What follows belongs to an exercise in optimizing a design on an open flow for small area; a production flow would make more cautious choices.
Function was checked by simulation only, so behaviour that the tests miss may differ from the original.
Power figures rest on the tool's default switching activity, not on a simulated workload. The clock port is modelled as an ideal driver; clocking choices that lean on that would not hold on a real chip.

===== flow/standard.sh =====
#!/bin/bash
# synth_recipe.tcl (not shown) runs the flow's synth.tcl, then flattens the netlist and writes it again
# the make line also repeats each setting of config.mk as NAME=value (left out here)
make -C /OpenROAD-flow-scripts/flow DESIGN_CONFIG=/design/flow/config.mk WORK_HOME=/design/flow/orfs CLKGATE_MAP_FILE= SYNTH_SCRIPT=/design/flow/synth_recipe.tcl "${@:-finish}"

===== flow/config.mk =====
export PLATFORM = sky130hd
export DESIGN_NAME = rbcpRegTop
export DESIGN_NICKNAME = rbcpRegTop
export VERILOG_FILES = /design/flow/design.v
export SDC_FILE = /design/flow/constraint.sdc
export NUM_CORES = 4
export LEC_CHECK = 0
export CAP_MARGIN = 5
export CORE_MARGIN = 2
export CORE_UTILIZATION = 65
export GPL_TIMING_DRIVEN = 0
export SETUP_SLACK_MARGIN = 0.2
export SLEW_MARGIN = 5
export SYNTH_HIERARCHICAL = 1

===== flow/flow/run.sh =====
#!/bin/bash
# Layout flow: the standard ORFS flow, with
#  - synthesis mapping only to the smallest drive of each gate (the
#    resizer upsizes later where timing needs it); registers unchanged
#  - port buffers of the smallest buffer
#  - clock tree without dummy loads
# Each step's full output goes to a log file of its own here.
set -uo pipefail
DU_SYN="$(cat flow/dontuse_synth.txt)"
CTS="-sink_clustering_enable -repair_clock_nets -dont_use_dummy_load -sink_clustering_size 24 -sink_clustering_max_diameter 80"
bash standard.sh DONT_USE_CELLS="$DU_SYN" synth > log_synth.txt 2>&1 || exit 1
bash standard.sh BUFFER_PORTS_ARGS="-buffer_cell sky130_fd_sc_hd__buf_1" CTS_ARGS="$CTS" finish > log_layout.txt 2>&1 || exit 1

===== flow/flow/dontuse_synth.txt =====
sky130_fd_sc_hd__probe_p_8 sky130_fd_sc_hd__probec_p_8 sky130_fd_sc_hd__lpflow_bleeder_1 sky130_fd_sc_hd__lpflow_clkbufkapwr_1 sky130_fd_sc_hd__lpflow_clkbufkapwr_16 sky130_fd_sc_hd__lpflow_clkbufkapwr_2 sky130_fd_sc_hd__lpflow_clkbufkapwr_4 sky130_fd_sc_hd__lpflow_clkbufkapwr_8 sky130_fd_sc_hd__lpflow_clkinvkapwr_1 sky130_fd_sc_hd__lpflow_clkinvkapwr_16 sky130_fd_sc_hd__lpflow_clkinvkapwr_2 sky130_fd_sc_hd__lpflow_clkinvkapwr_4 sky130_fd_sc_hd__lpflow_clkinvkapwr_8 sky130_fd_sc_hd__lpflow_decapkapwr_12 sky130_fd_sc_hd__lpflow_decapkapwr_3 sky130_fd_sc_hd__lpflow_decapkapwr_4 sky130_fd_sc_hd__lpflow_decapkapwr_6 sky130_fd_sc_hd__lpflow_decapkapwr_8 sky130_fd_sc_hd__lpflow_inputiso0n_1 sky130_fd_sc_hd__lpflow_inputiso0p_1 sky130_fd_sc_hd__lpflow_inputiso1n_1 sky130_fd_sc_hd__lpflow_inputiso1p_1 sky130_fd_sc_hd__lpflow_inputisolatch_1 sky130_fd_sc_hd__lpflow_isobufsrc_1 sky130_fd_sc_hd__lpflow_isobufsrc_16 sky130_fd_sc_hd__lpflow_isobufsrc_2 sky130_fd_sc_hd__lpflow_isobufsrc_4 sky130_fd_sc_hd__lpflow_isobufsrc_8 sky130_fd_sc_hd__lpflow_isobufsrckapwr_16 sky130_fd_sc_hd__lpflow_lsbuf_lh_hl_isowell_tap_1 sky130_fd_sc_hd__lpflow_lsbuf_lh_hl_isowell_tap_2 sky130_fd_sc_hd__lpflow_lsbuf_lh_hl_isowell_tap_4 sky130_fd_sc_hd__lpflow_lsbuf_lh_isowell_4 sky130_fd_sc_hd__lpflow_lsbuf_lh_isowell_tap_1 sky130_fd_sc_hd__lpflow_lsbuf_lh_isowell_tap_2 sky130_fd_sc_hd__lpflow_lsbuf_lh_isowell_tap_4 sky130_fd_sc_hd__a2111o_2 sky130_fd_sc_hd__a2111o_4 sky130_fd_sc_hd__a2111oi_2 sky130_fd_sc_hd__a2111oi_4 sky130_fd_sc_hd__a211o_2 sky130_fd_sc_hd__a211o_4 sky130_fd_sc_hd__a211oi_2 sky130_fd_sc_hd__a211oi_4 sky130_fd_sc_hd__a21bo_2 sky130_fd_sc_hd__a21bo_4 sky130_fd_sc_hd__a21boi_2 sky130_fd_sc_hd__a21boi_4 sky130_fd_sc_hd__a21o_2 sky130_fd_sc_hd__a21o_4 sky130_fd_sc_hd__a21oi_2 sky130_fd_sc_hd__a21oi_4 sky130_fd_sc_hd__a221o_2 sky130_fd_sc_hd__a221o_4 sky130_fd_sc_hd__a221oi_2 sky130_fd_sc_hd__a221oi_4 sky130_fd_sc_hd__a22o_2 sky130_fd_sc_hd__a22o_4 sky130_fd_sc_hd__a22oi_2 sky130_fd_sc_hd__a22oi_4 sky130_fd_sc_hd__a2bb2o_2 sky130_fd_sc_hd__a2bb2o_4 sky130_fd_sc_hd__a2bb2oi_2 sky130_fd_sc_hd__a2bb2oi_4 sky130_fd_sc_hd__a311o_2 sky130_fd_sc_hd__a311o_4 sky130_fd_sc_hd__a311oi_2 sky130_fd_sc_hd__a311oi_4 sky130_fd_sc_hd__a31o_2 sky130_fd_sc_hd__a31o_4 sky130_fd_sc_hd__a31oi_2 sky130_fd_sc_hd__a31oi_4 sky130_fd_sc_hd__a32o_2 sky130_fd_sc_hd__a32o_4 sky130_fd_sc_hd__a32oi_2 sky130_fd_sc_hd__a32oi_4 sky130_fd_sc_hd__a41o_2 sky130_fd_sc_hd__a41o_4 sky130_fd_sc_hd__a41oi_2 sky130_fd_sc_hd__a41oi_4 sky130_fd_sc_hd__and2_2 sky130_fd_sc_hd__and2_4 sky130_fd_sc_hd__and2b_2 sky130_fd_sc_hd__and2b_4 sky130_fd_sc_hd__and3_2 sky130_fd_sc_hd__and3_4 sky130_fd_sc_hd__and3b_2 sky130_fd_sc_hd__and3b_4 sky130_fd_sc_hd__and4_2 sky130_fd_sc_hd__and4_4 sky130_fd_sc_hd__and4b_2 sky130_fd_sc_hd__and4b_4 sky130_fd_sc_hd__and4bb_2 sky130_fd_sc_hd__and4bb_4 sky130_fd_sc_hd__buf_12 sky130_fd_sc_hd__buf_16 sky130_fd_sc_hd__buf_2 sky130_fd_sc_hd__buf_6 sky130_fd_sc_hd__buf_8 sky130_fd_sc_hd__bufbuf_16 sky130_fd_sc_hd__bufbuf_8 sky130_fd_sc_hd__bufinv_16 sky130_fd_sc_hd__bufinv_8 sky130_fd_sc_hd__clkbuf_16 sky130_fd_sc_hd__clkbuf_2 sky130_fd_sc_hd__clkbuf_4 sky130_fd_sc_hd__clkbuf_8 sky130_fd_sc_hd__clkdlybuf4s15_2 sky130_fd_sc_hd__clkdlybuf4s18_2 sky130_fd_sc_hd__clkdlybuf4s25_2 sky130_fd_sc_hd__clkdlybuf4s50_2 sky130_fd_sc_hd__clkinv_16 sky130_fd_sc_hd__clkinv_2 sky130_fd_sc_hd__clkinv_4 sky130_fd_sc_hd__clkinv_8 sky130_fd_sc_hd__clkinvlp_2 sky130_fd_sc_hd__clkinvlp_4 sky130_fd_sc_hd__decap_12 sky130_fd_sc_hd__decap_3 sky130_fd_sc_hd__decap_4 sky130_fd_sc_hd__decap_6 sky130_fd_sc_hd__decap_8 sky130_fd_sc_hd__dfbbn_2 sky130_fd_sc_hd__dfrbp_2 sky130_fd_sc_hd__dfrtp_2 sky130_fd_sc_hd__dfrtp_4 sky130_fd_sc_hd__dfsbp_2 sky130_fd_sc_hd__dfstp_2 sky130_fd_sc_hd__dfstp_4 sky130_fd_sc_hd__dfxbp_2 sky130_fd_sc_hd__dfxtp_2 sky130_fd_sc_hd__dfxtp_4 sky130_fd_sc_hd__diode_2 sky130_fd_sc_hd__dlclkp_2 sky130_fd_sc_hd__dlclkp_4 sky130_fd_sc_hd__dlrbn_2 sky130_fd_sc_hd__dlrbp_2 sky130_fd_sc_hd__dlrtn_2 sky130_fd_sc_hd__dlrtn_4 sky130_fd_sc_hd__dlrtp_2 sky130_fd_sc_hd__dlrtp_4 sky130_fd_sc_hd__dlxbn_2 sky130_fd_sc_hd__dlxtn_2 sky130_fd_sc_hd__dlxtn_4 sky130_fd_sc_hd__ebufn_2 sky130_fd_sc_hd__ebufn_4 sky130_fd_sc_hd__ebufn_8 sky130_fd_sc_hd__einvn_2 sky130_fd_sc_hd__einvn_4 sky130_fd_sc_hd__einvn_8 sky130_fd_sc_hd__einvp_2 sky130_fd_sc_hd__einvp_4 sky130_fd_sc_hd__einvp_8 sky130_fd_sc_hd__fa_2 sky130_fd_sc_hd__fa_4 sky130_fd_sc_hd__ha_2 sky130_fd_sc_hd__ha_4 sky130_fd_sc_hd__inv_12 sky130_fd_sc_hd__inv_16 sky130_fd_sc_hd__inv_4 sky130_fd_sc_hd__inv_6 sky130_fd_sc_hd__inv_8 sky130_fd_sc_hd__maj3_2 sky130_fd_sc_hd__maj3_4 sky130_fd_sc_hd__mux2_2 sky130_fd_sc_hd__mux2_4 sky130_fd_sc_hd__mux2_8 sky130_fd_sc_hd__mux2i_2 sky130_fd_sc_hd__mux2i_4 sky130_fd_sc_hd__mux4_2 sky130_fd_sc_hd__mux4_4 sky130_fd_sc_hd__nand2_2 sky130_fd_sc_hd__nand2_4 sky130_fd_sc_hd__nand2_8 sky130_fd_sc_hd__nand2b_2 sky130_fd_sc_hd__nand2b_4 sky130_fd_sc_hd__nand3_2 sky130_fd_sc_hd__nand3_4 sky130_fd_sc_hd__nand3b_2 sky130_fd_sc_hd__nand3b_4 sky130_fd_sc_hd__nand4_2 sky130_fd_sc_hd__nand4_4 sky130_fd_sc_hd__nand4b_2 sky130_fd_sc_hd__nand4b_4 sky130_fd_sc_hd__nand4bb_2 sky130_fd_sc_hd__nand4bb_4 sky130_fd_sc_hd__nor2_2 sky130_fd_sc_hd__nor2_4 sky130_fd_sc_hd__nor2_8 sky130_fd_sc_hd__nor2b_2 sky130_fd_sc_hd__nor2b_4 sky130_fd_sc_hd__nor3_2 sky130_fd_sc_hd__nor3_4 sky130_fd_sc_hd__nor3b_2 sky130_fd_sc_hd__nor3b_4 sky130_fd_sc_hd__nor4_2 sky130_fd_sc_hd__nor4_4 sky130_fd_sc_hd__nor4b_2 sky130_fd_sc_hd__nor4b_4 sky130_fd_sc_hd__nor4bb_2 sky130_fd_sc_hd__nor4bb_4 sky130_fd_sc_hd__o2111a_2 sky130_fd_sc_hd__o2111a_4 sky130_fd_sc_hd__o2111ai_2 sky130_fd_sc_hd__o2111ai_4 sky130_fd_sc_hd__o211a_2 sky130_fd_sc_hd__o211a_4 sky130_fd_sc_hd__o211ai_2 sky130_fd_sc_hd__o211ai_4 sky130_fd_sc_hd__o21a_2 sky130_fd_sc_hd__o21a_4 sky130_fd_sc_hd__o21ai_2 sky130_fd_sc_hd__o21ai_4 sky130_fd_sc_hd__o21ba_2 sky130_fd_sc_hd__o21ba_4 sky130_fd_sc_hd__o21bai_2 sky130_fd_sc_hd__o21bai_4 sky130_fd_sc_hd__o221a_2 sky130_fd_sc_hd__o221a_4 sky130_fd_sc_hd__o221ai_2 sky130_fd_sc_hd__o221ai_4 sky130_fd_sc_hd__o22a_2 sky130_fd_sc_hd__o22a_4 sky130_fd_sc_hd__o22ai_2 sky130_fd_sc_hd__o22ai_4 sky130_fd_sc_hd__o2bb2a_2 sky130_fd_sc_hd__o2bb2a_4 sky130_fd_sc_hd__o2bb2ai_2 sky130_fd_sc_hd__o2bb2ai_4 sky130_fd_sc_hd__o311a_2 sky130_fd_sc_hd__o311a_4 sky130_fd_sc_hd__o311ai_2 sky130_fd_sc_hd__o311ai_4 sky130_fd_sc_hd__o31a_2 sky130_fd_sc_hd__o31a_4 sky130_fd_sc_hd__o31ai_2 sky130_fd_sc_hd__o31ai_4 sky130_fd_sc_hd__o32a_2 sky130_fd_sc_hd__o32a_4 sky130_fd_sc_hd__o32ai_2 sky130_fd_sc_hd__o32ai_4 sky130_fd_sc_hd__o41a_2 sky130_fd_sc_hd__o41a_4 sky130_fd_sc_hd__o41ai_2 sky130_fd_sc_hd__o41ai_4 sky130_fd_sc_hd__or2_2 sky130_fd_sc_hd__or2_4 sky130_fd_sc_hd__or2b_2 sky130_fd_sc_hd__or2b_4 sky130_fd_sc_hd__or3_2 sky130_fd_sc_hd__or3_4 sky130_fd_sc_hd__or3b_2 sky130_fd_sc_hd__or3b_4 sky130_fd_sc_hd__or4_2 sky130_fd_sc_hd__or4_4 sky130_fd_sc_hd__or4b_2 sky130_fd_sc_hd__or4b_4 sky130_fd_sc_hd__or4bb_2 sky130_fd_sc_hd__or4bb_4 sky130_fd_sc_hd__sdfbbn_2 sky130_fd_sc_hd__sdfrbp_2 sky130_fd_sc_hd__sdfrtp_2 sky130_fd_sc_hd__sdfrtp_4 sky130_fd_sc_hd__sdfsbp_2 sky130_fd_sc_hd__sdfstp_2 sky130_fd_sc_hd__sdfstp_4 sky130_fd_sc_hd__sdfxbp_2 sky130_fd_sc_hd__sdfxtp_2 sky130_fd_sc_hd__sdfxtp_4 sky130_fd_sc_hd__sdlclkp_2 sky130_fd_sc_hd__sdlclkp_4 sky130_fd_sc_hd__sedfxbp_2 sky130_fd_sc_hd__sedfxtp_2 sky130_fd_sc_hd__sedfxtp_4 sky130_fd_sc_hd__xnor2_2 sky130_fd_sc_hd__xnor2_4 sky130_fd_sc_hd__xnor3_2 sky130_fd_sc_hd__xnor3_4 sky130_fd_sc_hd__xor2_2 sky130_fd_sc_hd__xor2_4 sky130_fd_sc_hd__xor3_2 sky130_fd_sc_hd__xor3_4

===== flow/constraint.sdc =====
create_clock -name core_clock -period 5.0 [get_ports {CLK}]
set_input_delay 1.0000 -clock core_clock [delete_from_list [all_inputs] [get_ports {CLK}]]
set_output_delay 1.0000 -clock core_clock [all_outputs]
set_load 0.01 [all_outputs]

===== flow/design.v =====
`timescale 1ns/100ps
`default_nettype none
package rbcpRegPkg;
  localparam int rbcpAddrWidth = 32;                     
  localparam int dataWidth     = 8;                      
  localparam int bankCount     = 8;
  localparam int bankDepth     = 16;                     
  localparam int regCount      = bankCount * bankDepth;  
  localparam int idxWidth      = $clog2(bankDepth);      
  localparam int bankWidth     = $clog2(bankCount);
  localparam int regAddrWidth  = bankWidth + idxWidth;   
  typedef logic [rbcpAddrWidth-1:0]       rbcpAddrT;
  typedef logic [dataWidth-1:0]           byteT;
  typedef logic [bankCount-1:0]           bankSelT;    
  typedef logic [idxWidth-1:0]            regIdxT;
  typedef logic [bankCount*dataWidth-1:0] bankRdT;     
  localparam int idRegCount = 5;                       
  localparam logic [(idRegCount-1)*dataWidth-1:0] synDate = 32'h0A1B_2C3D;
  localparam byteT fpgaVer = 8'h01;                     
  localparam logic [regAddrWidth-1:0] dipSwAddr = 7'h05;  
  localparam logic [regAddrWidth-1:0] ledAddr   = 7'h06;  
endpackage
`default_nettype wire
`timescale 1ns/100ps
`default_nettype none
module rbcpDecode (
  input  wire logic                 RST,
  input  wire rbcpRegPkg::rbcpAddrT rbcpAddr_i,
  input  wire logic                 rbcpWe_i,
  input  wire logic                 rbcpRe_i,
  input  wire rbcpRegPkg::byteT     rbcpWd_i,
  output logic [rbcpRegPkg::regCount-1:0] rdSel_o,   
  output rbcpRegPkg::byteT          rdId_o,     
  output logic [rbcpRegPkg::regCount-1:0] wrEn_o,    
  output logic [rbcpRegPkg::bankCount*rbcpRegPkg::dataWidth-1:0] wrData_o,   
  output logic                      accV_o,     
  output logic                      readV_o     
);
  logic inRange;
  logic writeV;
  logic [rbcpRegPkg::bankCount-1:0] bankRdN, bankWrN;
  logic [rbcpRegPkg::bankDepth-1:0] idxN, idxWrN;
  logic [rbcpRegPkg::regAddrWidth-1:0] a;
  assign a        = rbcpAddr_i[rbcpRegPkg::regAddrWidth-1:0];
  assign inRange  = (rbcpAddr_i[rbcpRegPkg::rbcpAddrWidth-1:rbcpRegPkg::regAddrWidth] == '0);
  assign accV_o   = inRange && !RST && (rbcpWe_i || rbcpRe_i);
  assign readV_o  = inRange && !RST && rbcpRe_i;
  assign writeV   = inRange && !RST && rbcpWe_i;
  for (genvar k = 0; k < rbcpRegPkg::bankCount*rbcpRegPkg::dataWidth; k++) begin : g_wd
    gAndN wd_i (.a(rbcpWd_i[k % rbcpRegPkg::dataWidth]), .bN(RST), .y(wrData_o[k]));
  end
  logic [rbcpRegPkg::bankCount-1:0] bankRd, bankWr;
  logic [rbcpRegPkg::bankDepth-1:0] idxHit, idxWr;
  always_comb begin
    for (int b = 0; b < rbcpRegPkg::bankCount; b++) begin
      bankRd[b] = a[rbcpRegPkg::regAddrWidth-1:rbcpRegPkg::idxWidth] == rbcpRegPkg::bankWidth'(b);
      bankWr[b] = RST || (writeV && a[rbcpRegPkg::regAddrWidth-1:rbcpRegPkg::idxWidth] == rbcpRegPkg::bankWidth'(b));
    end
    for (int i = 0; i < rbcpRegPkg::bankDepth; i++) begin
      idxHit[i] = a[rbcpRegPkg::idxWidth-1:0] == rbcpRegPkg::idxWidth'(i);
      idxWr[i]  = RST || idxHit[i];
    end
  end
  for (genvar b = 0; b < rbcpRegPkg::bankCount; b++) begin : g_bank
    gInv rd_i (.a(bankRd[b]), .y(bankRdN[b]));
    gInv wr_i (.a(bankWr[b]), .y(bankWrN[b]));
  end
  for (genvar i = 0; i < rbcpRegPkg::bankDepth; i++) begin : g_idx
    gInv rd_i (.a(idxHit[i]), .y(idxN[i]));
    gInv wr_i (.a(idxWr[i]),  .y(idxWrN[i]));
  end
  always_comb begin
    for (int b = 0; b < rbcpRegPkg::dataWidth; b++) begin
      rdId_o[b] = 1'b0;
      for (int j = 0; j < rbcpRegPkg::idRegCount - 1; j++) begin
        if (rbcpRegPkg::synDate[(rbcpRegPkg::idRegCount-2-j)*rbcpRegPkg::dataWidth + b]) begin
          rdId_o[b] = rdId_o[b] || rdSel_o[j];
        end
      end
      if (rbcpRegPkg::fpgaVer[b]) begin
        rdId_o[b] = rdId_o[b] || rdSel_o[rbcpRegPkg::idRegCount-1];
      end
    end
  end
  for (genvar j = 0; j < rbcpRegPkg::regCount; j++) begin : g_sel
    gNor2 rd_i (.a(bankRdN[j / rbcpRegPkg::bankDepth]), .b(idxN[j % rbcpRegPkg::bankDepth]), .y(rdSel_o[j]));
    if (j >= int'(rbcpRegPkg::ledAddr)) begin : g_wr
      gNor2 wr_i (.a(bankWrN[j / rbcpRegPkg::bankDepth]), .b(idxWrN[j % rbcpRegPkg::bankDepth]), .y(wrEn_o[j]));
    end else begin : g_ro
      assign wrEn_o[j] = 1'b0;
    end
  end
endmodule
module gInv (input wire logic a, output logic y);
  assign y = !a;
endmodule
module gAndN (input wire logic a, input wire logic bN, output logic y);
  assign y = a && !bN;
endmodule
module gNor2 (input wire logic a, input wire logic b, output logic y);
  assign y = !(a || b);
endmodule
module gNand2 (input wire logic a, input wire logic b, output logic y);
  assign y = !(a && b);
endmodule
module gNand3 (input wire logic a, input wire logic b, input wire logic c, output logic y);
  assign y = !(a && b && c);
endmodule
module gNor3 (input wire logic a, input wire logic b, input wire logic c, output logic y);
  assign y = !(a || b || c);
endmodule
module gNand4 (input wire logic a, input wire logic b, input wire logic c, input wire logic d, output logic y);
  assign y = !(a && b && c && d);
endmodule
module gNor4 (input wire logic a, input wire logic b, input wire logic c, input wire logic d, output logic y);
  assign y = !(a || b || c || d);
endmodule
module gAoi22 (input wire logic a1, input wire logic a2, input wire logic b1, input wire logic b2, output logic y);
  assign y = !((a1 && a2) || (b1 && b2));
endmodule
module gAoi222 (input wire logic a1, input wire logic a2, input wire logic b1, input wire logic b2,
                input wire logic c1, input wire logic c2, output logic y);
  assign y = !((a1 && a2) || (b1 && b2) || (c1 && c2));
endmodule
module gAoi21 (input wire logic a1, input wire logic a2, input wire logic b1, output logic y);
  assign y = !((a1 && a2) || b1);
endmodule
`default_nettype wire
`timescale 1ns/100ps
`default_nettype none
module regBank (
  input  wire logic                CLK,
  input  wire logic                RST,
  input  wire logic [rbcpRegPkg::regCount-1:0] rdSel_i,
  input  wire rbcpRegPkg::byteT    rdId_i,
  input  wire logic [rbcpRegPkg::regCount-1:0] wrEn_i,
  input  wire logic [rbcpRegPkg::bankCount*rbcpRegPkg::dataWidth-1:0] wrData_i,   
  input  wire rbcpRegPkg::byteT    dipSw_i,
  output rbcpRegPkg::byteT         rdData_o,    
  output rbcpRegPkg::byteT         led_o
);
  localparam int first = int'(rbcpRegPkg::ledAddr);
  localparam int sw    = int'(rbcpRegPkg::dipSwAddr);
  logic [rbcpRegPkg::regCount*rbcpRegPkg::dataWidth-1:0] regs;    
  rbcpRegPkg::byteT ledQ;
  for (genvar j = first; j < rbcpRegPkg::regCount; j++) begin : g_reg
    always_ff @(posedge CLK) begin
      if (wrEn_i[j]) begin
        regs[j*rbcpRegPkg::dataWidth +: rbcpRegPkg::dataWidth] <= wrData_i[(j/rbcpRegPkg::bankDepth)*rbcpRegPkg::dataWidth +: rbcpRegPkg::dataWidth];
      end
    end
  end
  assign regs[sw*rbcpRegPkg::dataWidth +: rbcpRegPkg::dataWidth] = dipSw_i;
  assign regs[sw*rbcpRegPkg::dataWidth-1:0] = '0;    
  for (genvar b = 0; b < rbcpRegPkg::dataWidth; b++) begin : g_bit
    logic [rbcpRegPkg::regCount-sw-1:0] d;
    for (genvar j = sw; j < rbcpRegPkg::regCount; j++) begin : g_d
      assign d[j-sw] = regs[j*rbcpRegPkg::dataWidth + b];
    end
    rdTree #(.HasC(b < 6)) tree_i (
      .sel_i (rdSel_i[rbcpRegPkg::regCount-1:sw]),
      .d_i   (d),
      .c_i   (rdId_i[b]),
      .y_o   (rdData_o[b])
    );
  end
  always_ff @(posedge CLK) begin
    ledQ <= regs[first*rbcpRegPkg::dataWidth +: rbcpRegPkg::dataWidth] & {rbcpRegPkg::dataWidth{!RST}};
  end
  assign led_o = ledQ;
endmodule
module rdTree #(
  parameter bit HasC = 1'b1
) (
  input  wire logic [122:0] sel_i,
  input  wire logic [122:0] d_i,
  input  wire logic         c_i,
  output logic              y_o
);
  logic [40:0] n;     
  logic [11:0] h;     
  logic [2:0]  m;     
  for (genvar t = 0; t < 41; t++) begin : g_tri
    gAoi222 g (.a1(sel_i[3*t]),   .a2(d_i[3*t]),
               .b1(sel_i[3*t+1]), .b2(d_i[3*t+1]),
               .c1(sel_i[3*t+2]), .c2(d_i[3*t+2]), .y(n[t]));
  end
  for (genvar q = 0; q < 8; q++) begin : g_h4
    gNand4 g (.a(n[4*q]), .b(n[4*q+1]), .c(n[4*q+2]), .d(n[4*q+3]), .y(h[q]));
  end
  for (genvar q = 0; q < 3; q++) begin : g_h3
    gNand3 g (.a(n[32+3*q]), .b(n[33+3*q]), .c(n[34+3*q]), .y(h[8+q]));
  end
  gNor4 m0_i (.a(h[0]), .b(h[1]), .c(h[2]),  .d(h[3]),  .y(m[0]));
  gNor4 m1_i (.a(h[4]), .b(h[5]), .c(h[6]),  .d(h[7]),  .y(m[1]));
  if (HasC) begin : g_c
    assign h[11] = c_i;
    gNor4 m2_i (.a(h[8]), .b(h[9]), .c(h[10]), .d(h[11]), .y(m[2]));
  end else begin : g_nc
    assign h[11] = 1'b0;
    gNor3 m2_i (.a(h[8]), .b(h[9]), .c(h[10]), .y(m[2]));
  end
  gNand3 y_i (.a(m[0]), .b(m[1]), .c(m[2]), .y(y_o));
endmodule
`default_nettype wire
`timescale 1ns/100ps
`default_nettype none
module rbcpResponse (
  input  wire logic                CLK,
  input  wire logic                RST,
  input  wire logic                accV_i,
  input  wire logic                readV_i,
  input  wire rbcpRegPkg::byteT    rdData_i,
  output rbcpRegPkg::byteT         rbcpRd_o,
  output logic                     rbcpAck_o
);
  rbcpRegPkg::byteT rd1, rd2, rd3;
  logic ack1, ack2, ack3;
  logic rdV1, rdV2;      
  logic rstQ;      
  logic keep;      
  assign keep = !RST && !rstQ;
  always_ff @(posedge CLK) begin
    rstQ <= RST;
    rd1  <= rdData_i;
    ack1 <= accV_i;
    rdV1 <= readV_i;
    rdV2 <= rdV1;
    rd2  <= rd1;
    ack2 <= ack1;
    rd3  <= rd2 & {rbcpRegPkg::dataWidth{keep && rdV2}};
    ack3 <= ack2 && keep;
  end
  assign rbcpAck_o = ack3;
  assign rbcpRd_o  = rd3;
endmodule
`default_nettype wire
`timescale 1ns/100ps
`default_nettype none
module rbcpRegTop (
  input  wire logic                 CLK,
  input  wire logic                 RST,
  input  wire rbcpRegPkg::rbcpAddrT rbcpAddr_i,
  input  wire logic                 rbcpWe_i,
  input  wire rbcpRegPkg::byteT     rbcpWd_i,
  input  wire logic                 rbcpRe_i,
  output wire rbcpRegPkg::byteT     rbcpRd_o,
  output wire logic                 rbcpAck_o,
  input  wire rbcpRegPkg::byteT     dipSw_i,
  output wire rbcpRegPkg::byteT     led_o
);
  wire logic [rbcpRegPkg::regCount-1:0] rdSel, wrEn;
  wire logic [rbcpRegPkg::bankCount*rbcpRegPkg::dataWidth-1:0] wrData;
  wire logic             accV, readV;
  wire rbcpRegPkg::byteT rdId;
  wire rbcpRegPkg::byteT rdData;
  rbcpDecode decode_i (
    .RST        (RST),
    .rbcpAddr_i (rbcpAddr_i),
    .rbcpWe_i   (rbcpWe_i),
    .rbcpRe_i   (rbcpRe_i),
    .rbcpWd_i   (rbcpWd_i),
    .rdSel_o    (rdSel),
    .rdId_o     (rdId),
    .wrEn_o     (wrEn),
    .wrData_o   (wrData),
    .accV_o     (accV),
    .readV_o    (readV)
  );
  regBank bank_i (
    .CLK      (CLK),
    .RST      (RST),
    .rdSel_i  (rdSel),
    .rdId_i   (rdId),
    .wrEn_i   (wrEn),
    .wrData_i (wrData),
    .dipSw_i  (dipSw_i),
    .rdData_o (rdData),
    .led_o    (led_o)
  );
  rbcpResponse response_i (
    .CLK       (CLK),
    .RST       (RST),
    .accV_i    (accV),
    .readV_i   (readV),
    .rdData_i  (rdData),
    .rbcpRd_o  (rbcpRd_o),
    .rbcpAck_o (rbcpAck_o)
  );
endmodule
`default_nettype wire

==> results of run 1 <==
flip-flops by register name, indices dropped and copies added, names as in the netlist:
register,cells
response_i.rstQ,1
bank_i.ledQ,8
response_i.ack2,1
bank_i.regs,976
response_i.ack1,1
response_i.ack3,1
response_i.rd2,8
response_i.rd1,8
response_i.rdV2,1
response_i.rd3,8
response_i.rdV1,1
worst min path at each step:
stage	startpoint	end	depth (start not counted)
floorplan	response_i.ack1	response_i.ack2	0
global placement	response_i.rd1[6]	response_i.rd2[6]	0
detailed placement	response_i.rd1[5]	response_i.rd2[5]	0
CTS	response_i.rd1[5]	response_i.rd2[5]	0
global route	response_i.rd1[5]	response_i.rd2[5]	0
finish	response_i.rd1[5]	response_i.rd2[5]	0
critical path: stages:
cell,delay (ns)
buf_1,0.25
nand2b_1,0.35
nor2_1,0.09
inv_1,0.76
nor2_1,0.36
a222oi_1,0.58
nand4_1,0.30
nor4_1,0.87
nand3_1,0.14
routing by layer:
layer	share of wire [%]	vias to the layer above	global-route usage [%]
met4	4.4	2	13.9
met5	0.0093	-	0
met2	45	1412	49.8
met3	13	205	8.85
li1	-	8643	-
met1	38	10600	48.8
per-stage QoR:
stage | std cells | setup WS, ns | area, um^2
5_1_grt | 2800 | 0.805 | 38700
6_report | 2806 | 0.761 | 38700
4_1_cts | 2800 | 0.910 | 38700
3_5_place_dp | 2752 | 0.259 | 37500
2_1_floorplan | 1935 | 2.00 | 36300
3_3_place_gp | 2750 | -2.16 | 37500
area by class of cell:
| class | count | share of cell area, % |
|---|---|---|
| Sequential cell | 1014 | 77.6 |
| Multi-Input combinational cell | 863 | 15.5 |
| Clock buffer | 48 | 3.10 |
| Tap cell | 748 | 2.42 |
| Timing Repair Buffer | 69 | 0.756 |
| Inverter | 50 | 0.484 |
| Buffer | 8 | 0.0969 |
| Antenna cell | 6 | 0.0388 |
placed cells by master (no fill, tap or decap), types with 9 or more instances in the layout:
cell type	n
edfxtp_1	976
a222oi_1	328
nor2_1	263
nor2b_1	71
buf_1	67
nand4_1	66
inv_1	50
clkbuf_16	48
dfxtp_1	38
nand3_1	35
nor4_1	31
or2_1	11
nor3_1	9
o21ai_0	9
power by group through the flow:
stage | clock [mW] | combinational (mW) | sequential (mW)
finish | 4.10 | 0.739 | 10.2
global route | 4.39 | 0.766 | 10.3
CTS | 4.13 | 0.717 | 10.2
detailed placement | 0 | 0.716 | 10.4
global placement | 0 | 0.694 | 10.4
floorplan | 0 | 0.356 | 10.3
==> reports/results.tsv, run 1 <==
metric	value	unit
status	no timing/DRC/antenna violations	
CTS buffer count	48	
CTS tree	done	
leakage power	11.5	nW
Tot GR Track Use	33.8	%
Post-CTS Setup Bufs	0	
FF-to-FF End	response_i.rd1[7]	
Sw Share	21.2	%
P_int	11.9	mW
sequential share of power	67.9	%
Seq. cell area	0.0301	mm^2
Final min period	4.24	ns
DR vias	20900	
Crit path arrival time	4.71	ns
grt total ovfl	0	
root buffer cell	clkbuf_16	
setup violators final	0	
Total Wirelength	97300	um
Syn Nets	1987	
I/O Pins	69	
final setup skew	0.0340	ns
core area	0.0551	mm^2
multi-input logic area	0.00600	mm^2
# port buffers	67	
CP Launch Type	primary input	
row cnt	86	
Critical Path RT	5.47	ns
CP Max Fanout	8	
worst setup path start	rbcpAddr_i[0]	
worst vdd ir	0.398	mV
CTS resizes	0	
PwrDens	388	mW/mm^2
unrepaired setup endpoints after global routing	no	
Worst R2R Setup Slack	2.67	ns
fill count	3593	
DR vias/cell	7.44	
initial antenna violation count	4	
Detail Placement HPWL	62700	um
Syn. warnings	11	
worst reg-to-reg path cell count	4	
hold_ws	0.330	ns
final hold violations	0	
crit path to	response_i.rd1[7]	
Max Slew Vio Count	0	
WS Path Type	primary input to register	
share of layout cells above drive strength 1	2.92	%
number of global-route vias before repair	19800	
Post-Syn Area	0.0363	mm^2
die height	240	um
reg2reg start	bank_i.regs[551]	
final core occ	70.3	%
Worst Max-Slew Pin Slew	1.43	ns
worst hold path class	register to register	
area delta synth->final	6.82	%
Iter 0 DRT Violations	4160	
P_sw	3.19	mW
Post-DRT Antenna Nets	0	
Post-Syn Area per Cell	18.7	um^2
combinational share of power	4.9	%
Initial Util	65.8	%
die width	240	um
drt wl/cell	34.7	um
H-tree level count	2	
RePlAce Congestion	0.899	
Clock Sinks	1014	
Pwr Total	15.0	mW
nets	2106	
maximum clock insertion buffer count	3	
cell count after synthesis	1935	
crit share post-route	84.8	%
largest net degree at the start of global routing	39	
fmax	236	MHz
DRT Pass-1 Iters	7	
Die ar.	0.0577	mm^2
first-pass GRT wire length	136000	um
CTS clock-pin slew for the worst setup and hold paths	0.09	ns
latest clock arrival within the worst-skew pair	0.62	ns
DRC Markers	0	
cts hold-fix bufs	0	
Clk pwr share	27.2	%
Final TNS setup	0	ns
Slew HR	4.80	%
Crit. End Element	register	
Max Cap Viol	0	
==> inputs of run 2 (changes only) <==
--- a/flow/design.v
+++ b/flow/design.v
@@ -34,3 +34,3 @@
   output logic [rbcpRegPkg::regCount-1:0] wrEn_o,    
-  output logic [rbcpRegPkg::bankCount*rbcpRegPkg::dataWidth-1:0] wrData_o,   
+  output logic [rbcpRegPkg::bankCount/2*rbcpRegPkg::dataWidth-1:0] wrData_o,   
   output logic                      accV_o,     
@@ -48,4 +48,8 @@
   assign writeV   = inRange && !RST && rbcpWe_i;
-  for (genvar k = 0; k < rbcpRegPkg::bankCount*rbcpRegPkg::dataWidth; k++) begin : g_wd
-    gAndN wd_i (.a(rbcpWd_i[k % rbcpRegPkg::dataWidth]), .bN(RST), .y(wrData_o[k]));
+  rbcpRegPkg::byteT wdN;
+  for (genvar k = 0; k < rbcpRegPkg::dataWidth; k++) begin : g_wdn
+    gNandBN wdn_i (.aN(RST), .b(rbcpWd_i[k]), .y(wdN[k]));
+  end
+  for (genvar k = 0; k < rbcpRegPkg::bankCount/2*rbcpRegPkg::dataWidth; k++) begin : g_wd
+    gInv wd_i (.a(wdN[k % rbcpRegPkg::dataWidth]), .y(wrData_o[k]));
   end
@@ -96,4 +100,4 @@
 endmodule
-module gAndN (input wire logic a, input wire logic bN, output logic y);
-  assign y = a && !bN;
+module gNandBN (input wire logic aN, input wire logic b, output logic y);
+  assign y = !(!aN && b);
 endmodule
@@ -136,3 +140,3 @@
   input  wire logic [rbcpRegPkg::regCount-1:0] wrEn_i,
-  input  wire logic [rbcpRegPkg::bankCount*rbcpRegPkg::dataWidth-1:0] wrData_i,   
+  input  wire logic [rbcpRegPkg::bankCount/2*rbcpRegPkg::dataWidth-1:0] wrData_i,   
   input  wire rbcpRegPkg::byteT    dipSw_i,
@@ -148,3 +152,3 @@
       if (wrEn_i[j]) begin
-        regs[j*rbcpRegPkg::dataWidth +: rbcpRegPkg::dataWidth] <= wrData_i[(j/rbcpRegPkg::bankDepth)*rbcpRegPkg::dataWidth +: rbcpRegPkg::dataWidth];
+        regs[j*rbcpRegPkg::dataWidth +: rbcpRegPkg::dataWidth] <= wrData_i[(j/rbcpRegPkg::bankDepth/2)*rbcpRegPkg::dataWidth +: rbcpRegPkg::dataWidth];
       end
@@ -252,3 +256,3 @@
   wire logic [rbcpRegPkg::regCount-1:0] rdSel, wrEn;
-  wire logic [rbcpRegPkg::bankCount*rbcpRegPkg::dataWidth-1:0] wrData;
+  wire logic [rbcpRegPkg::bankCount/2*rbcpRegPkg::dataWidth-1:0] wrData;
   wire logic             accV, readV;
--- a/flow/flow/run.sh
+++ b/flow/flow/run.sh
@@ -9,3 +9,3 @@
 DU_SYN="$(cat flow/dontuse_synth.txt)"
-CTS="-sink_clustering_enable -repair_clock_nets -dont_use_dummy_load -sink_clustering_size 24 -sink_clustering_max_diameter 80"
+CTS="-sink_clustering_enable -repair_clock_nets -dont_use_dummy_load -sink_clustering_size 28 -sink_clustering_max_diameter 90"
 bash standard.sh DONT_USE_CELLS="$DU_SYN" synth > log_synth.txt 2>&1 || exit 1
--- a/flow/config.mk
+++ b/flow/config.mk
@@ -7,3 +7,3 @@
 export LEC_CHECK = 0
-export CAP_MARGIN = 5
+export CAP_MARGIN = 20
 export CORE_MARGIN = 2
@@ -12,3 +12,3 @@
 export SETUP_SLACK_MARGIN = 0.2
-export SLEW_MARGIN = 5
+export SLEW_MARGIN = 20
 export SYNTH_HIERARCHICAL = 1
==> run 2 against run 1 <==
  * Still clean on timing, DRC and antenna
  * Combinational power is 3% lower
  * Via count is 1.7% lower
  * Die area is 0.62% lower
  * Flip-flop and latch count stayed put
  * Total power is 1.7% lower
  * Fmax is 3.1% lower
  * Clock skew is 0.028 ns higher
  * Hold slack better by 0.0052 ns
  * Register-to-register slack worse by 0.24 ns
  * Global-route usage is 0.91 points lower
  * Non-clock buffer count is 5 higher
  * Critical endpoint is now response_i.rd1[0]
  * Largest power group unchanged
==> reports/results.tsv, run 2 <==
metric	value	unit
crit share post-route	87.5	%
row cnt	86	
status	no timing/DRC/antenna violations	
commonest non-fill, non-tap cells in the layout	976 x edfxtp_1, 328 x a222oi_1, 263 x nor2_1, 70 x inv_1, 67 x buf_1	
Inserted Diodes	0	
die height	239	um
largest net degree at the start of global routing	36	
core area	0.0550	mm^2
worst vdd ir	0.290	mV
DRC Markers	0	
I/O Pins	69	
Iter 0 DRT Violations	4500	
most flop-heavy register	bank_i.regs	
number of global-route vias before repair	19300	
Syn Nets	1963	
DRT Pass-1 Iters	9	
met1 WL	34100	um
Worst Max-Slew Pin Slew	1.15	ns
area delta synth->final	6.66	%
RePlAce Congestion	0.888	
leakage power	11.6	nW
fill count	3532	
unrepaired setup endpoints after global routing	no	
maximum clock insertion buffer count	3	
DR vias/cell	7.40	
final hold violations	0	
final setup skew	0.0621	ns
drt wl/cell	33.8	um
setup violators final	0	
worst hold path class	register to register	
Post-Syn Area per Cell	18.9	um^2
CTS clock-pin slew for the worst setup and hold paths	0.11	ns
max FFs per register	976	
root buffer cell	clkbuf_16	
Initial Util	65.5	%
share of layout cells above drive strength 1	2.61	%
Post-Syn Area	0.0360	mm^2
CTS buffer count	42	
Critical Path RT	5.45	ns
cell seen most often among critical-path stages	nor2_1	
Crit path arrival time	4.82	ns
CTS tree	done	
Worst R2R Setup Slack	2.43	ns
hold endpoint	response_i.rd2[3]	
most common cell after layout, fill and taps aside	edfxtp_1	
DR vias	20500	
fmax	229	MHz
Worst path max stage delay	1.00	ns
H-tree level count	2	
CP Launch Type	primary input	
Clock Sinks	1014	
reg2reg start	bank_i.regs[647]	
CTS resizes	0	
Detail Placement HPWL	59400	um
Tot GR Track Use	32.9	%
cts hold-fix bufs	0	
met3 WL	12700	um
Final min period	4.37	ns
Post-DRT Antenna Nets	0	
latest clock arrival within the worst-skew pair	0.62	ns
critical path buffer and inverter count	2	
PwrDens	385	mW/mm^2
Pwr Total	14.8	mW
initial antenna violation count	4	
Slew HR	22.8	%
sequence of cells on the critical path	buf_1, nand2b_1, nor2_1, inv_1, nor2_1, a222oi_1, nand4_1, nor4_1, nand3_1	
# port buffers	67	
Slowest-stage cell, CP	nor4_1	
Final TNS setup	0	ns
Syn. warnings	11	
first-pass GRT wire length	132000	um
uppermost layer routed	met5	
FF-to-FF End	response_i.rd1[7]	
CP top delay family	simple AND/OR/NAND/NOR gates	
Max Slew Vio Count	0	
grt total ovfl	0	
Total Wirelength	93700	um
CP Max Fanout	8	
WS Path Type	primary input to register	
die width	239	um
Hold Path Origin	response_i.rd1[3]	
Post-CTS Setup Bufs	0	
Crit. End Element	register	
worst reg-to-reg path cell count	4	
Max Cap Viol	0	
nets	2081	
Die ar.	0.0573	mm^2
cell count after synthesis	1911	
hold path cells	0	
met2 wire length	43600	um
-- run 2: cell types whose count changed in the layout (fill, tap and decap cells not counted), moves of 6 or more --
cell / delta
clkinv_1: +12
nand2b_1: +8
nor2b_1: -59
inv_1: +20
diode_2: -6
-- run 2: worst max path at each step --
stage,start,to,slack [ns],depth (start not counted)
3_5_place_dp,rbcpAddr_i[2],response_i.rd1[1],0.14,9
6_report,rbcpAddr_i[1],response_i.rd1[0],0.63,9
2_1_floorplan,rbcpAddr_i[22],bank_i.regs[1000],2.00,5
3_3_place_gp,RST,bank_i.regs[685],0.13,7
5_1_grt,rbcpAddr_i[1],response_i.rd1[0],0.55,9
4_1_cts,rbcpAddr_i[2],response_i.rd1[1],0.77,9
-- run 2: metrics by stage --
| step | util (%) | instances | setup slack [ns] | area [um^2] | hold slack [ns] |
|---|---|---|---|---|---|
| CTS | 69.6 | 2768 | 0.772 | 38300 | 0.336 |
| floorplan | - | 1911 | 2.00 | 36000 | 0.310 |
| global placement | 67.7 | 2726 | 0.126 | 37200 | 0.315 |
| finish | 69.9 | 2775 | 0.627 | 38400 | 0.336 |
| detailed placement | 67.7 | 2726 | 0.135 | 37200 | 0.312 |
| global route | 69.9 | 2775 | 0.554 | 38400 | 0.341 |
-- run 2: routing by layer --
layer  GRT usage (%)  up-vias
met4            10.3        6
li1                -     8517
met2            50.5     1473
met5               0        -
met1            47.8    10300
met3            7.65      191
-- run 2: final cells by class --
class / instances / area, um^2 / share of cell area, %
inverters: 82 / 308 / 0.801
well taps: 748 / 936 / 2.43
repair buffers: 74 / 405 / 1.05
multi-input cells: 807 / 5630 / 14.6
plain buffers: 8 / 37.5 / 0.0977
clock buffers: 42 / 1050 / 2.73
flip-flops and latches: 1014 / 30100 / 78.2
-- run 2: power by group --
group,internal (mW),switching [mW]
registers,10.0,0.179
logic,0.112,0.608
clock network,1.52,2.35
total,11.7,3.13
-- run 2: worst register-to-register path: cells and delay by family, from the launching register on --
family	cells	cell delay [ns]
AND/OR/NAND/NOR	3	1.47
AO/OA/AOI/OAI	1	0.57
flip-flops	1	0.37
==> inputs of run 3 (changes only) <==
--- a/flow/design.v
+++ b/flow/design.v
@@ -55,21 +55,23 @@
   end
-  logic [rbcpRegPkg::bankCount-1:0] bankRd, bankWr;
-  logic [rbcpRegPkg::bankDepth-1:0] idxHit, idxWr;
-  always_comb begin
-    for (int b = 0; b < rbcpRegPkg::bankCount; b++) begin
-      bankRd[b] = a[rbcpRegPkg::regAddrWidth-1:rbcpRegPkg::idxWidth] == rbcpRegPkg::bankWidth'(b);
-      bankWr[b] = RST || (writeV && a[rbcpRegPkg::regAddrWidth-1:rbcpRegPkg::idxWidth] == rbcpRegPkg::bankWidth'(b));
-    end
-    for (int i = 0; i < rbcpRegPkg::bankDepth; i++) begin
-      idxHit[i] = a[rbcpRegPkg::idxWidth-1:0] == rbcpRegPkg::idxWidth'(i);
-      idxWr[i]  = RST || idxHit[i];
-    end
+  logic [rbcpRegPkg::regAddrWidth-1:0] aN;
+  logic [3:0] lo, hi, loW, hiW;
+  logic rstN;
+  for (genvar k = 0; k < rbcpRegPkg::regAddrWidth; k++) begin : g_lit
+    gInv n_i (.a(a[k]), .y(aN[k]));
+  end
+  gInv rstn_i (.a(RST), .y(rstN));
+  for (genvar l = 0; l < 4; l++) begin : g_lohi
+    gNor2 lo_i (.a(l[1] ? aN[1] : a[1]), .b(l[0] ? aN[0] : a[0]), .y(lo[l]));
+    gNor2 hi_i (.a(l[1] ? aN[3] : a[3]), .b(l[0] ? aN[2] : a[2]), .y(hi[l]));
+    gOai21 low_i (.a1(l[1] ? aN[1] : a[1]), .a2(l[0] ? aN[0] : a[0]), .b1(rstN), .y(loW[l]));
+    gOai21 hiw_i (.a1(l[1] ? aN[3] : a[3]), .a2(l[0] ? aN[2] : a[2]), .b1(rstN), .y(hiW[l]));
+  end
+  for (genvar i = 0; i < rbcpRegPkg::bankDepth; i++) begin : g_idx
+    gNand2 rd_i (.a(lo[i % 4]),  .b(hi[i / 4]),  .y(idxN[i]));
+    gNand2 wr_i (.a(loW[i % 4]), .b(hiW[i / 4]), .y(idxWrN[i]));
   end
   for (genvar b = 0; b < rbcpRegPkg::bankCount; b++) begin : g_bank
-    gInv rd_i (.a(bankRd[b]), .y(bankRdN[b]));
-    gInv wr_i (.a(bankWr[b]), .y(bankWrN[b]));
-  end
-  for (genvar i = 0; i < rbcpRegPkg::bankDepth; i++) begin : g_idx
-    gInv rd_i (.a(idxHit[i]), .y(idxN[i]));
-    gInv wr_i (.a(idxWr[i]),  .y(idxWrN[i]));
+    gNand3 rd_i (.a(b[2] ? a[6] : aN[6]), .b(b[1] ? a[5] : aN[5]), .c(b[0] ? a[4] : aN[4]), .y(bankRdN[b]));
+    gAoi41 wr_i (.a1(writeV), .a2(b[2] ? a[6] : aN[6]), .a3(b[1] ? a[5] : aN[5]), .a4(b[0] ? a[4] : aN[4]),
+                 .b1(RST), .y(bankWrN[b]));
   end
@@ -127,2 +129,9 @@
   assign y = !((a1 && a2) || (b1 && b2) || (c1 && c2));
+endmodule
+module gOai21 (input wire logic a1, input wire logic a2, input wire logic b1, output logic y);
+  assign y = !((a1 || a2) && b1);
+endmodule
+module gAoi41 (input wire logic a1, input wire logic a2, input wire logic a3, input wire logic a4,
+               input wire logic b1, output logic y);
+  assign y = !((a1 && a2 && a3 && a4) || b1);
 endmodule
==> run 3 against run 2 <==
  * Total power up 0.21%
  * Cell count shrank 3.3%
  * Critical path depth fell by 1
  * Largest cell class unchanged
  * Highest routed layer unchanged
==> reports/results.tsv, run 3 <==
metric	value	unit
placed instance area	0.0370	mm^2
H-tree level count	2	
most common cell after layout, fill and taps aside	edfxtp_1	
Iter 0 DRT Violations	4484	
core area	0.0541	mm^2
sequential share of power	68.8	%
Slew HR	22.5	%
latest clock arrival within the worst-skew pair	0.63	ns
combinational share of power	5.1	%
die height	239	um
Syn. warnings	11	
Worst Max-Slew Pin Slew	1.16	ns
area delta synth->final	6.84	%
maximum clock insertion buffer count	3	
fmax	225	MHz
DR vias	20400	
Syn Nets	1914	
fin area	0.0382	mm^2
root buffer cell	clkbuf_16	
Seq. cell area	0.0301	mm^2
largest net degree at the start of global routing	37	
max FFs per register	976	
P_int	11.7	mW
Die ar.	0.0569	mm^2
Post-Syn Area	0.0358	mm^2
Post-CTS Setup Bufs	0	
drt wl/cell	34.4	um
initial antenna violation count	6	
final core occ	70.6	%
Post-Syn Area per Cell	19.2	um^2
share of layout cells above drive strength 1	3.52	%
most flop-heavy register	bank_i.regs	
CTS tree	done	
CP Max Fanout	16	
Sw Share	21.4	%
nets	2040	
worst vdd ir	0.309	mV
grt total ovfl	0	
Crit path arrival time	4.89	ns
cell count after synthesis	1862	
Clk pwr share	26.1	%
Final min period	4.44	ns
Crit. End Element	register	
die width	239	um
RePlAce Congestion	0.878	
first-pass GRT wire length	131000	um
unrepaired setup endpoints after global routing	no	
Initial Util	66.1	%
commonest non-fill, non-tap cells in the layout	976 x edfxtp_1, 328 x a222oi_1, 259 x nor2_1, 67 x buf_1, 65 x nand4_1	
multi-input logic area	0.00562	mm^2
Critical Path RT	5.44	ns
DR vias/cell	7.60	
worst hold path class	register to register	
final setup skew	0.0650	ns
row cnt	85	
WS Path Type	primary input to register	
status	no timing/DRC/antenna violations	
Post-DRT Antenna Nets	0	
CTS clock-pin slew for the worst setup and hold paths	0.10	ns
Max Slew Vio Count	0	
crit share post-route	88.9	%
PwrDens	388	mW/mm^2
Detail Placement HPWL	58200	um
CTS buffer count	42	
DRT Pass-1 Iters	10	
# port buffers	68	
number of global-route vias before repair	19300	
CP Launch Type	primary input	
cts hold-fix bufs	0	
CTS resizes	0	
P_sw	3.17	mW
DRC Markers	0	
final hold violations	0	
fill count	3333	
setup violators final	0	
I/O Pins	69	
Total Wirelength	92300	um
Max Cap Viol	0	
Clock Sinks	1014	
Tot GR Track Use	32.4	%
leakage power	11.3	nW
[run 3: routing by layer]
metal	part of all wire [%]	vias to the layer above	wire, um	global-route usage, %
li1	-	8426	-	-
met1	37	10300	33800	46.9
met2	47	1501	43500	50.6
met3	12	177	11500	6.36
met4	3.8	8	3500	11.2
met5	0.057	-	53	0
[run 3: power groups by stage]
stage | sequential [mW] | clock (mW) | combinational, mW
6_report | 10.2 | 3.87 | 0.758
5_1_grt | 10.2 | 4.19 | 0.781
2_1_floorplan | 10.3 | 0 | 0.355
4_1_cts | 10.2 | 3.90 | 0.729
3_5_place_dp | 10.4 | 0 | 0.728
3_3_place_gp | 10.4 | 0 | 0.699
[run 3: path summary, 6_finish.rpt]
| check | to | from | slack, ns | cells after the start |
|---|---|---|---|---|
| worst max-delay path | response_i.rd1[0] | rbcpAddr_i[4] | 0.56 | 8 |
| worst min-delay path | response_i.rd2[1] | response_i.rd1[1] | 0.34 | 0 |
| worst max register to register | response_i.rd1[7] | bank_i.regs[359] | 2.40 | 4 |
| worst min register to register | response_i.rd2[1] | response_i.rd1[1] | 0.34 | 0 |
[run 3: worst max-delay path, cell delays in order]
cell,delay (ns)
buf_1,0.38
inv_1,0.30
nand3_1,0.70
nor2_1,0.34
a222oi_1,0.66
nand4_1,0.29
nor4_1,0.95
nand3_1,0.25
[run 3: per-stage QoR]
stage / power [mW] / cells / TNS, ns / setup slack [ns] / hold slack (ns)
5_1_grt: 15.2 / 2682 / 0 / 0.517 / 0.343
4_1_cts: 14.8 / 2675 / 0 / 0.797 / 0.336
3_5_place_dp: 11.1 / 2633 / 0 / 0.127 / 0.312
3_3_place_gp: 11.1 / 2626 / -364.57 / -0.561 / 0.313
2_1_floorplan: 10.7 / 1862 / 0 / 1.62 / 0.310
6_report: 14.8 / 2683 / 0 / 0.556 / 0.335
[run 3: final cells by class]
type,count,share of cell area [%]
Antenna cell,1,0.00655
Buffer,1,0.0196
Clock buffer,42,2.75
Inverter,40,0.393
Multi-Input combinational cell,807,14.7
Sequential cell,1014,78.7
Tap cell,696,2.28
Timing Repair Buffer,82,1.18
==> inputs of run 4 (changes only) <==
--- a/flow/design.v
+++ b/flow/design.v
@@ -74,4 +74,5 @@
     gNand3 rd_i (.a(b[2] ? a[6] : aN[6]), .b(b[1] ? a[5] : aN[5]), .c(b[0] ? a[4] : aN[4]), .y(bankRdN[b]));
-    gAoi41 wr_i (.a1(writeV), .a2(b[2] ? a[6] : aN[6]), .a3(b[1] ? a[5] : aN[5]), .a4(b[0] ? a[4] : aN[4]),
-                 .b1(RST), .y(bankWrN[b]));
+    logic wrN;
+    gNand4 hit_i (.a(writeV), .b(b[2] ? a[6] : aN[6]), .c(b[1] ? a[5] : aN[5]), .d(b[0] ? a[4] : aN[4]), .y(wrN));
+    gAnd2  wr_i  (.a(wrN), .b(rstN), .y(bankWrN[b]));
   end
@@ -133,5 +134,7 @@
 endmodule
-module gAoi41 (input wire logic a1, input wire logic a2, input wire logic a3, input wire logic a4,
-               input wire logic b1, output logic y);
-  assign y = !((a1 && a2 && a3 && a4) || b1);
+module gNor3B (input wire logic a, input wire logic b, input wire logic cN, output logic y);
+  assign y = !(a || b || !cN);
+endmodule
+module gAnd2 (input wire logic a, input wire logic b, output logic y);
+  assign y = a && b;
 endmodule
@@ -235,2 +238,8 @@
   assign keep = !RST && !rstQ;
+  logic keepRd;
+  rbcpRegPkg::byteT rd2Kept;
+  gNor3B keep_i (.a(RST), .b(rstQ), .cN(rdV2), .y(keepRd));
+  for (genvar k = 0; k < rbcpRegPkg::dataWidth; k++) begin : g_keep
+    gAnd2 and_i (.a(rd2[k]), .b(keepRd), .y(rd2Kept[k]));
+  end
   always_ff @(posedge CLK) begin
@@ -243,3 +252,3 @@
     ack2 <= ack1;
-    rd3  <= rd2 & {rbcpRegPkg::dataWidth{keep && rdV2}};
+    rd3  <= rd2Kept;
     ack3 <= ack2 && keep;
==> run 4 against run 3 <==
  * Cell count grew 0.15%
  * Sequential power is essentially flat
  * Count of clock-buffer cells in the layout is the same
  * Clock skew shrank 0.021 ns
  * Synthesized cell count grew 0.48%
  * Setup slack gained 0.41 ns
  * Largest power group unchanged
==> reports/results.tsv, run 4 <==
metric	value	unit
Worst path max stage delay	0.86	ns
Max Cap Viol	0	
initial antenna violation count	2	
combinational share of power	5.0	%
Post-DRT Antenna Nets	0	
Post-Syn Area per Cell	19.1	um^2
Final TNS setup	0	ns
I/O Pins	69	
Critical Path RT	5.47	ns
DRT Pass-1 Iters	7	
sequential share of power	68.9	%
FF-to-FF End	response_i.rd1[0]	
DRC Markers	0	
Max Slew Vio Count	0	
Slew HR	12.8	%
CTS resizes	0	
fmax	248	MHz
CTS buffer count	42	
# port buffers	68	
row cnt	85	
final hold violations	0	
fill count	3372	
commonest non-fill, non-tap cells in the layout	976 x edfxtp_1, 328 x a222oi_1, 259 x nor2_1, 73 x nand4_1, 68 x buf_1	
Total Wirelength	93500	um
Sw Share	21.2	%
most common cell after layout, fill and taps aside	edfxtp_1	
most flop-heavy register	bank_i.regs	
final setup skew	0.0436	ns
hold path cells	0	
Syn Nets	1923	
Iter 0 DRT Violations	4076	
die height	239	um
DR vias	20400	
Crit. End Element	register	
RePlAce Congestion	0.900	
Crit path arrival time	4.51	ns
Worst R2R Setup Slack	2.59	ns
final worst slack	0.962	ns
status	no timing/DRC/antenna violations	
number of global-route vias before repair	19200	
sequence of cells on the critical path	buf_1, inv_1, nand3_1, nor2_1, a222oi_1, nand4_1, nor4_1, nand3_1	
H-tree level count	2	
Hold Path Origin	response_i.rd1[0]	
share of layout cells above drive strength 1	2.77	%
DR vias/cell	7.59	
drt wl/cell	34.8	um
largest net degree at the start of global routing	33	
cell seen most often among critical-path stages	nand3_1	
cts hold-fix bufs	0	
die width	239	um
maximum clock insertion buffer count	3	
Post-CTS Setup Bufs	0	
Slowest-stage cell, CP	nor4_1	
Final min period	4.04	ns
Post-Syn Area	0.0358	mm^2
leakage power	11.2	nW
P_sw	3.14	mW
crit share post-route	80.8	%
grt total ovfl	0	
worst reg-to-reg path cell count	4	
Tot GR Track Use	32.9	%
Worst Max-Slew Pin Slew	1.30	ns
Clock Sinks	1014	
WS Path Type	primary input to register	
CP Max Fanout	16	
PwrDens	388	mW/mm^2
latest clock arrival within the worst-skew pair	0.62	ns
CTS clock-pin slew for the worst setup and hold paths	0.10	ns
nets	2043	
CTS tree	done	
CP Launch Type	primary input	
hold endpoint	response_i.rd2[0]	
Die ar.	0.0569	mm^2
core area	0.0541	mm^2
reg2reg start	bank_i.regs[400]	
unrepaired setup endpoints after global routing	no	
Clk pwr share	26.1	%
Detail Placement HPWL	59400	um
worst vdd ir	0.319	mV
max FFs per register	976	
root buffer cell	clkbuf_16	
setup violators final	0	
P_int	11.7	mW
cell count after synthesis	1871	
Initial Util	66.1	%
worst hold path class	register to register	
first-pass GRT wire length	132000	um
area delta synth->final	6.52	%
Syn. warnings	11	
pre-CTS WS	0.431	ns
run 4: stage by stage:
stage          instances  area, um^2  power, mW  utilization (%)  hold WS (ns)
2_1_floorplan       1871       35800       10.7                -         0.310
6_report            2687       38100       14.8             70.4         0.336
5_1_grt             2685       38100       15.2             70.4         0.340
4_1_cts             2679       38000       14.8             70.2         0.335
3_3_place_gp        2635       36900       11.0             68.1         0.312
3_5_place_dp        2637       36900       11.1             68.3         0.312
run 4: final cells by class:
type | count | area, um^2 | area share (%)
diodes | 2 | 5.00 | 0.0131
clock buffers | 42 | 1050 | 2.76
multi-input cells | 816 | 5540 | 14.5
flip-flops and latches | 1014 | 30100 | 78.9
well taps | 696 | 871 | 2.29
inverters | 40 | 150 | 0.394
repair buffers | 76 | 400 | 1.05
plain buffers | 1 | 7.51 | 0.0197
run 4: power groups by stage:
stage / Sequential (mW) / Clock, mW / Combinational (mW)
CTS: 10.2 / 3.87 / 0.713
finish: 10.2 / 3.86 / 0.738
detailed placement: 10.4 / 0 / 0.712
floorplan: 10.3 / 0 / 0.353
global route: 10.2 / 4.15 / 0.763
global placement: 10.4 / 0 / 0.688
run 4: worst max-delay path: cells and delay by family:
kind / cells / cell delay [ns]
AND/OR/NAND/NOR: 5 / 2.34
AO/OA/AOI/OAI: 1 / 0.64
buffers and inverters: 2 / 0.51
run 4: how the worst max path moves through the flow:
| stage | startpoint | endpoint | cells after the start |
|---|---|---|---|
| after global routing | rbcpAddr_i[6] | response_i.rd1[0] | 8 |
| after floorplan | rbcpAddr_i[16] | bank_i.regs[1000] | 6 |
| final | rbcpAddr_i[6] | response_i.rd1[0] | 8 |
| after CTS | rbcpAddr_i[2] | response_i.rd1[0] | 9 |
| after detailed placement | rbcpAddr_i[2] | response_i.rd1[0] | 9 |
| after global placement | RST | bank_i.regs[167] | 7 |
run 4: routing by layer:
metal	routed length (um)	vias up	GRT usage, %	share of wire (%)
met5	0	-	0	0
met4	4100	0	12.6	4.4
met3	11400	198	6.12	12
met2	44500	1443	52.3	48
met1	33500	10300	46.4	36
li1	-	8426	-	-
==> inputs of run 5 (changes only) <==
--- a/flow/flow/run.sh
+++ b/flow/flow/run.sh
@@ -9,3 +9,3 @@
 DU_SYN="$(cat flow/dontuse_synth.txt)"
-CTS="-sink_clustering_enable -repair_clock_nets -dont_use_dummy_load -sink_clustering_size 28 -sink_clustering_max_diameter 90"
+CTS="-sink_clustering_enable -repair_clock_nets -dont_use_dummy_load -sink_clustering_size 30 -sink_clustering_max_diameter 80"
 bash standard.sh DONT_USE_CELLS="$DU_SYN" synth > log_synth.txt 2>&1 || exit 1
==> run 5 against run 4 <==
  * Die area stayed put
  * Non-clock buffer count fell by 1
  * Global-route usage about the same
  * Register-to-register slack got worse by 0.04 ns
  * Sequential power about the same
  * Design area decreased by 0.13%
  * Flip-flop and latch count unchanged
  * Fmax decreased by 1.2%
  * Critical path depth up 1
  * Combinational power barely moved
  * Sequential share of layout area rose by 0.10 points
  * Largest cell class unchanged
  * Largest power group unchanged
==> reports/results.tsv, run 5 <==
metric	value	unit
number of global-route vias before repair	19100	
status	no timing/DRC/antenna violations	
Max Slew Vio Count	0	
Die ar.	0.0569	mm^2
nets	2040	
Total Wirelength	93600	um
Clk pwr share	25.6	%
root buffer cell	clkbuf_16	
Slew HR	14.5	%
Worst Max-Slew Pin Slew	1.28	ns
max FFs per register	976	
cell count after synthesis	1871	
routing usage on met2	52.2	%
Final TNS setup	0	ns
H-tree level count	2	
die width	239	um
sequential share of power	69.3	%
crit share post-route	81.7	%
CP Max Fanout	8	
final hold violations	0	
latest clock arrival within the worst-skew pair	0.62	ns
DR vias	20400	
Pwr Total	14.7	mW
Post-CTS Setup Bufs	0	
Syn. warnings	11	
RePlAce Congestion	0.900	
CTS tree	done	
Final min period	4.09	ns
largest net degree at the start of global routing	33	
Iter 0 DRT Violations	3974	
initial antenna violation count	2	
grt total ovfl	0	
commonest non-fill, non-tap cells in the layout	976 x edfxtp_1, 328 x a222oi_1, 259 x nor2_1, 73 x nand4_1, 68 x buf_1	
WS Path Type	primary input to register	
global routing's busiest layer	met2	
Sw Share	21.2	%
Post-Syn Area per Cell	19.1	um^2
DR vias/cell	7.62	
I/O Pins	69	
most flop-heavy register	bank_i.regs	
share of layout cells above drive strength 1	2.62	%
Crit path arrival time	4.54	ns
combinational share of power	5.0	%
setup violators final	0	
most common cell after layout, fill and taps aside	edfxtp_1	
leakage power	11.1	nW
DRC Markers	0	
P_int	11.6	mW
CTS clock-pin slew for the worst setup and hold paths	0.10	ns
CTS buffer count	40	
row cnt	85	
core area	0.0541	mm^2
final setup skew	0.0317	ns
first-pass GRT wire length	132000	um
die height	239	um
Clock Sinks	1014	
P_sw	3.12	mW
Max Cap Viol	0	
CP Launch Type	primary input	
Post-Syn Area	0.0358	mm^2
Tot GR Track Use	32.9	%
worst hold path class	register to register	
worst vdd ir	0.469	mV
Crit. End Element	register	
PwrDens	387	mW/mm^2
CTS resizes	0	
area delta synth->final	6.38	%
cts hold-fix bufs	0	
global routing usage on met3	6.57	%
Critical Path RT	5.45	ns
fmax	245	MHz
Syn Nets	1923	
DRT Pass-1 Iters	12	
Post-DRT Antenna Nets	0	
Detail Placement HPWL	59400	um
maximum clock insertion buffer count	3	
drt wl/cell	34.8	um
unrepaired setup endpoints after global routing	no	
Initial Util	66.1	%
# port buffers	68	
met1 Resource Use GR	46.2	%
run 5: cell count changes in the layout (fill, tap and decap cells not counted), sizes merged:
cell	change
clkbuf	-2
diode	+1
clkinv	+1
buf	-1
inv	-1
run 5: power groups by stage:
stage | Sequential [mW] | Combinational [mW] | Clock (mW)
final | 10.2 | 0.739 | 3.77
after CTS | 10.2 | 0.713 | 3.80
after global routing | 10.2 | 0.764 | 4.07
after global placement | 10.4 | 0.688 | 0
after floorplan | 10.3 | 0.353 | 0
after detailed placement | 10.4 | 0.712 | 0
run 5: stage by stage:
step / util, % / hold WS, ns / instances / cell area (um^2) / worst slack (ns)
2_1_floorplan: - / 0.310 / 1871 / 35800 / 1.83
3_3_place_gp: 68.1 / 0.312 / 2635 / 36900 / 0.330
3_5_place_dp: 68.3 / 0.312 / 2637 / 36900 / 0.431
4_1_cts: 70.1 / 0.336 / 2677 / 37900 / 1.07
5_1_grt: 70.3 / 0.342 / 2682 / 38000 / 0.649
6_report: 70.3 / 0.337 / 2685 / 38000 / 0.913
run 5: per-layer routing:
metal  wire (um)  vias to the layer above
li1            -                     8426
met1       33500                    10400
met2       44600                     1451
met3       11300                      198
met4        4120                        0
met5           0                        -
run 5: area by class of cell:
cell class	instances	area (um^2)
diodes	3	7.51
plain buffers	1	7.51
clock buffers	40	1000
fillers	3386	16100
inverters	40	150
multi-input cells	816	5540
flip-flops and latches	1014	30100
well taps	696	871
repair buffers	75	398
run 5: worst paths after layout:
| kind | slack (ns) | end | from | cells past startpoint |
|---|---|---|---|---|
| setup reg to reg | 2.55 | response_i.rd1[2] | bank_i.regs[330] | 4 |
| hold reg to reg | 0.34 | response_i.rd2[0] | response_i.rd1[0] | 0 |
| setup / recovery | 0.91 | response_i.rd1[0] | rbcpAddr_i[2] | 9 |
| hold / removal | 0.34 | response_i.rd2[0] | response_i.rd1[0] | 0 |
run 5: critical path, cell delays in order:
cell and delay (ns):
buf_1 0.14, inv_1 0.13, nor2_1 0.10, nand2_1 0.79, nor2_1 0.38, a222oi_1 0.62, nand4_1 0.33, nor4_1 0.86
nand3_1 0.18

==> afterwards: timing with drivers on the ports <==
The flow's constraints put no driver on any port. The routed layouts listed below were extracted and timed again, unchanged, in two steps.
Step 1 sets driving cells, clkbuf_16 on the clock port and buf_2 on the other inputs (assumed; they add their load-dependent delay and slew).
Step 2 moves the port delays by t, midway between the first and last clock arrival at a register: inputs arrive t later, outputs are due t later. That takes back most of the time a late clock gives input paths.
a / b / c = ideal / step 1 / step 2; a / b = the first two.
run | shift t [ns] | slack for setup (ns) | worst register clock-pin slew, ns | worst slew at a driven data input, ns | cell pins on the clock port's net
run 1 | 0.669 | 0.761 / 0.772 / 0.103 | 0.09 / 0.09 | 0.06 | 1
run 2 | 0.653 | 0.627 / 0.619 / -0.035 | 0.11 / 0.11 | 0.10 | 1
run 3 | 0.662 | 0.556 / 0.509 / -0.153 | 0.11 / 0.11 | 0.11 | 1
run 4 | 0.663 | 0.962 / 0.910 / 0.246 | 0.11 / 0.11 | 0.12 | 1
run 5 | 0.663 | 0.913 / 0.904 / 0.242 | 0.11 / 0.11 | 0.13 | 1
With both steps, setup timing fails in run 2 and run 3, where it was met with ideal ports. The setup slack of run 4, which loses most, moves by -0.052 ns with the drivers and by -0.716 ns with both steps.
